Context: an optimization exercise on an open-source flow, tuned for small area. The choices shown serve that exercise and are no tape-out recipe.
Function was checked by simulation only, so behaviour that the tests miss may differ from the original.
Power is estimated from default activity; no workload was simulated.

==> flow/design.v (excerpt) <==
module rpn_stack_evaluator #(
	parameter int STACK_DEPTH = 16,
	parameter int NUM_VARS = 32
) (
	input  logic               clk,
	input  logic               arst_n,
	input  logic               in_valid,
	output logic               in_ready,
	input  logic [2:0]         kind,
	input  logic [1:0]         op_code,
	input  logic [4:0]         var_index,
	input  logic signed [31:0] literal,
	output logic               out_valid,
	input  logic               out_ready,
	output logic               print_valid,
	output logic signed [31:0] print_value,
	output logic [2:0]         status
);
Size: about 2,100 cells after synthesis, about 1,600 flip-flops, ~84 I/O pins, roughly 36,000 um2 of cells after synthesis.
export LEC_CHECK = 0
export ABC_AREA = 1
export CAP_MARGIN = 20
export CORE_MARGIN = 2
export CORE_UTILIZATION = 60
export CTS_BUF_LIST = sky130_fd_sc_hd__clkbuf_8
export CTS_CLUSTER_DIAMETER = 60
export CTS_CLUSTER_SIZE = 20
export PLACE_DENSITY = 0.7
export SLEW_MARGIN = 20
create_clock -name core_clock -period 12.0 [get_ports {clk}]
standard.sh (not shown) runs the stock make flow with config.mk's settings and CLKGATE_MAP_FILE= SYNTH_SCRIPT=/design/flow/synth_recipe.tcl, a recipe that flattens the netlist after the stock synthesis.
==> flow/flow/run.sh <==
#!/bin/bash
# Own layout flow: the standard flow (standard.sh) with these changes:
#  - synthesis is synth_recipe.tcl unchanged except that its ABC call maps the
#    combinational logic with flow/area.abc (area only, no delay target) instead of
#    ORFS's abc_area.script; flip-flops are mapped before ABC, so registers, their
#    names and cell types are the standard synthesis's;
#  - port buffers use sky130_fd_sc_hd__buf_1 (the default pick is a 10 um2 delay buffer);
#  - clock tree synthesis without dummy loads, with clkbuf_8 leaf clusters.
# make's full output goes to flow_make.log here; ORFS keeps each step's log in orfs/logs/.
set -euo pipefail
here=$(pwd)
{
	head -n 1 synth_recipe.tcl
	cat <<TCL
proc abc {args} {
	set keep {}
	set skip 0
	foreach a \$args {
		if {\$skip} { set skip 0; continue }
		if {\$a eq "-script" || \$a eq "-D" || \$a eq "-constr"} { set skip 1; continue }
		lappend keep \$a
	}
	yosys abc -script $here/flow/area.abc {*}\$keep
}
TCL
	tail -n +2 synth_recipe.tcl
} > own_synth.tcl
export BUFFER_PORTS_ARGS="-buffer_cell sky130_fd_sc_hd__buf_1"
export CTS_ARGS="-sink_clustering_enable -repair_clock_nets -sink_clustering_size 22 -sink_clustering_max_diameter 60 -buf_list sky130_fd_sc_hd__clkbuf_8 -dont_use_dummy_load"
bash standard.sh SYNTH_SCRIPT=$here/own_synth.tcl finish > flow_make.log 2>&1
==> flow/flow/area.abc <==
strash
&get -n
&fraig -x
&put
dc2
strash
&get -n
&dch -f
&nf -R 1000
&put
Edit:
--- a/flow/flow/run.sh
+++ b/flow/flow/run.sh
@@ -29 +29 @@
-export CTS_ARGS="-sink_clustering_enable -repair_clock_nets -sink_clustering_size 22 -sink_clustering_max_diameter 60 -buf_list sky130_fd_sc_hd__clkbuf_8 -dont_use_dummy_load"
+export CTS_ARGS="-sink_clustering_enable -repair_clock_nets -sink_clustering_size 20 -sink_clustering_max_diameter 60 -buf_list {sky130_fd_sc_hd__clkbuf_4 sky130_fd_sc_hd__clkbuf_8} -dont_use_dummy_load"
Design area hardly moves; die area is unchanged; maximum frequency barely changes; area after synthesis is unchanged.
Edit:
--- a/flow/flow/run.sh
+++ b/flow/flow/run.sh
@@ -29 +29 @@
-export CTS_ARGS="-sink_clustering_enable -repair_clock_nets -sink_clustering_size 20 -sink_clustering_max_diameter 60 -buf_list {sky130_fd_sc_hd__clkbuf_4 sky130_fd_sc_hd__clkbuf_8} -dont_use_dummy_load"
+export CTS_ARGS="-sink_clustering_enable -repair_clock_nets -sink_clustering_size 20 -sink_clustering_max_diameter 60 -buf_list sky130_fd_sc_hd__clkbuf_8 -dont_use_dummy_load"
What happened:
- power is unchanged
- sequential power barely changes
- clock power stays flat
- sequential share of layout area stays the same


rpn_stack_evaluator, a different RTL version from the one above (not shown whole).
For scale: about 2,100 cells after synthesis, roughly 1,600 flip-flops, about 84 I/O pins.
Settings: LEC_CHECK=0, ABC_AREA=1, CAP_MARGIN=20, CORE_MARGIN=2, CORE_UTILIZATION=60, CTS_BUF_LIST=sky130_fd_sc_hd__clkbuf_8, CTS_CLUSTER_DIAMETER=60, CTS_CLUSTER_SIZE=20, PLACE_DENSITY=0.7, SLEW_MARGIN=20; clock period 12.0 ns.
==> flow/flow/run.sh <==
#!/bin/bash
# Own layout flow: the standard flow (standard.sh) with these changes:
#  - synthesis is synth_recipe.tcl unchanged except that its ABC call maps the
#    combinational logic with flow/area.abc (area only, no delay target) instead of
#    ORFS's abc_area.script; flip-flops are mapped before ABC, so registers, their
#    names and cell types are the standard synthesis's;
#  - port buffers use sky130_fd_sc_hd__buf_1 (the default pick is a 10 um2 delay buffer);
#  - clock tree synthesis without dummy loads, with clkbuf_8 leaf clusters.
# make's full output goes to flow_make.log here; ORFS keeps each step's log in orfs/logs/.
set -euo pipefail
here=$(pwd)
{
	head -n 1 synth_recipe.tcl
	cat <<TCL
proc abc {args} {
	set keep {}
	set skip 0
	foreach a \$args {
		if {\$skip} { set skip 0; continue }
		if {\$a eq "-script" || \$a eq "-D" || \$a eq "-constr"} { set skip 1; continue }
		lappend keep \$a
	}
	yosys abc -script $here/flow/area.abc {*}\$keep
}
TCL
	tail -n +2 synth_recipe.tcl
} > own_synth.tcl
export BUFFER_PORTS_ARGS="-buffer_cell sky130_fd_sc_hd__buf_1"
export CTS_ARGS="-sink_clustering_enable -repair_clock_nets -sink_clustering_size 20 -sink_clustering_max_diameter 60 -buf_list sky130_fd_sc_hd__clkbuf_8 -dont_use_dummy_load"
bash standard.sh SYNTH_SCRIPT=$here/own_synth.tcl finish > flow_make.log 2>&1
Scripts as last shown in full above: flow/flow/area.abc
The first run finished clean.
Change:
==> flow/run.sh (new file) <==
#!/bin/bash
# synth_recipe.tcl (not shown) runs the flow's synth.tcl, then flattens the netlist and writes it again
# the make line also repeats each setting of config.mk as NAME=value (left out here)
make -C /OpenROAD-flow-scripts/flow DESIGN_CONFIG=/design/flow/config.mk WORK_HOME=/design/flow/orfs CLKGATE_MAP_FILE= SYNTH_SCRIPT=/design/flow/synth_recipe.tcl finish
removed: flow/flow/run.sh
removed: flow/flow/area.abc
removed: flow/standard.sh
Wire length is higher by 5.9%.
Die area grows by 2.5%.
Sequential cell count is unchanged.
Final area climbs by 4.1%.
Sequential share of layout area went down by 3.4 points.
Setup slack gets worse by 0.72 ns.
Fmax went down by 10%.
Clock power goes up by 9.6%.
Power rose by 2.8%.
Via count goes up by 7.4%.
Sequential power is about the same.
Change:
==> flow/flow/run.sh (new file) <==
#!/bin/bash
# Own layout flow: the standard flow (standard.sh) with two changes:
#  - port buffers use sky130_fd_sc_hd__buf_1 (the default pick is a 10 um2 delay buffer);
#  - clock tree synthesis without dummy loads, with clkbuf_8 leaf clusters.
# make's full output goes to flow_make.log here; ORFS keeps each step's log in orfs/logs/.
set -euo pipefail
export BUFFER_PORTS_ARGS="-buffer_cell sky130_fd_sc_hd__buf_1"
export CTS_ARGS="-sink_clustering_enable -repair_clock_nets -sink_clustering_size 20 -sink_clustering_max_diameter 60 -buf_list sky130_fd_sc_hd__clkbuf_8 -dont_use_dummy_load"
bash standard.sh finish > flow_make.log 2>&1
==> flow/standard.sh (new file) <==
#!/bin/bash
# synth_recipe.tcl (not shown) runs the flow's synth.tcl, then flattens the netlist and writes it again
# the make line also repeats each setting of config.mk as NAME=value (left out here)
make -C /OpenROAD-flow-scripts/flow DESIGN_CONFIG=/design/flow/config.mk WORK_HOME=/design/flow/orfs CLKGATE_MAP_FILE= SYNTH_SCRIPT=/design/flow/synth_recipe.tcl "${@:-finish}"
removed: flow/run.sh
Global-route usage goes up by 0.20 points.
Hold slack degrades by 0.040 ns.
Cell area goes down slightly.
Total power goes down by a few percent.
Synthesized area is unchanged.
Register-to-register slack degrades by 0.07 ns.
Change:
==> flow/run.sh (new file) <==
#!/bin/bash
# synth_recipe.tcl (not shown) runs the flow's synth.tcl, then flattens the netlist and writes it again
# the make line also repeats each setting of config.mk as NAME=value (left out here)
make -C /OpenROAD-flow-scripts/flow DESIGN_CONFIG=/design/flow/config.mk WORK_HOME=/design/flow/orfs CLKGATE_MAP_FILE= SYNTH_SCRIPT=/design/flow/synth_recipe.tcl finish
CTS_BUF_LIST = sky130_fd_sc_hd__clkbuf_2 sky130_fd_sc_hd__clkbuf_4 sky130_fd_sc_hd__clkbuf_8   (was sky130_fd_sc_hd__clkbuf_8)
CTS_CLUSTER_DIAMETER = 50   (was 60)
CTS_CLUSTER_SIZE = 16   (was 20)
removed: flow/flow/run.sh
removed: flow/standard.sh
Non-clock buffer count stays the same. Total power rose by 5.4%. Count of clock-buffer cells in the layout came out higher by 30. Clock skew fell by 0.10 ns. Via count is about the same. Setup slack is worse by 0.78 ns. Sequential share of layout area drops by 2.3 points. Worst hold slack is better by 0.017 ns. Core utilization went up by 1.9 points. Design area grows by 2.8%.

-- afterwards: timing with drivers on the ports --
In the flow no input, the clock included, has a driving cell. The finished layouts below were timed again as built, in two steps.
Step 1, drivers: a clkbuf_16 drives clk and a buf_2 each remaining input, both assumed.
Step 2, shift: input delay + t, output delay - t, t = (earliest + latest rising clock arrival at the registers) / 2. This alone moves slack from input paths to output paths.
Slacks: no drivers / after step 1 / after step 2; pairs: no drivers / after step 1.
| run | t, ns | slack for setup (ns) | worst register clock-pin slew, ns | cell pins on the clock port's net |
|---|---|---|---|---|
| the first run of note 1 | 0.735 | 4.857 / 4.803 / 5.478 | 0.13 / 0.13 | 1 |
| the second run of note 1 | 0.717 | 4.878 / 4.825 / 5.488 | 0.12 / 0.12 | 1 |
| the third run of note 1 | 0.717 | 4.878 / 4.825 / 5.488 | 0.12 / 0.12 | 1 |
| the first run of note 2 | 0.709 | 5.765 / 5.742 / 5.383 | 0.11 / 0.11 | 1 |
| the second run of note 2 | 0.778 | 5.041 / 5.016 / 5.016 | 0.12 / 0.12 | 1 |
| the third run of note 2 | 0.714 | 5.793 / 5.769 / 5.769 | 0.11 / 0.11 | 1 |
| the fourth run of note 2 | 0.770 | 5.014 / 4.989 / 4.989 | 0.10 / 0.10 | 1 |
After both steps every run listed still meets setup and hold. The setup slack of the first run of note 2, which loses most, moves by -0.023 ns with the drivers and by -0.382 ns with both steps.
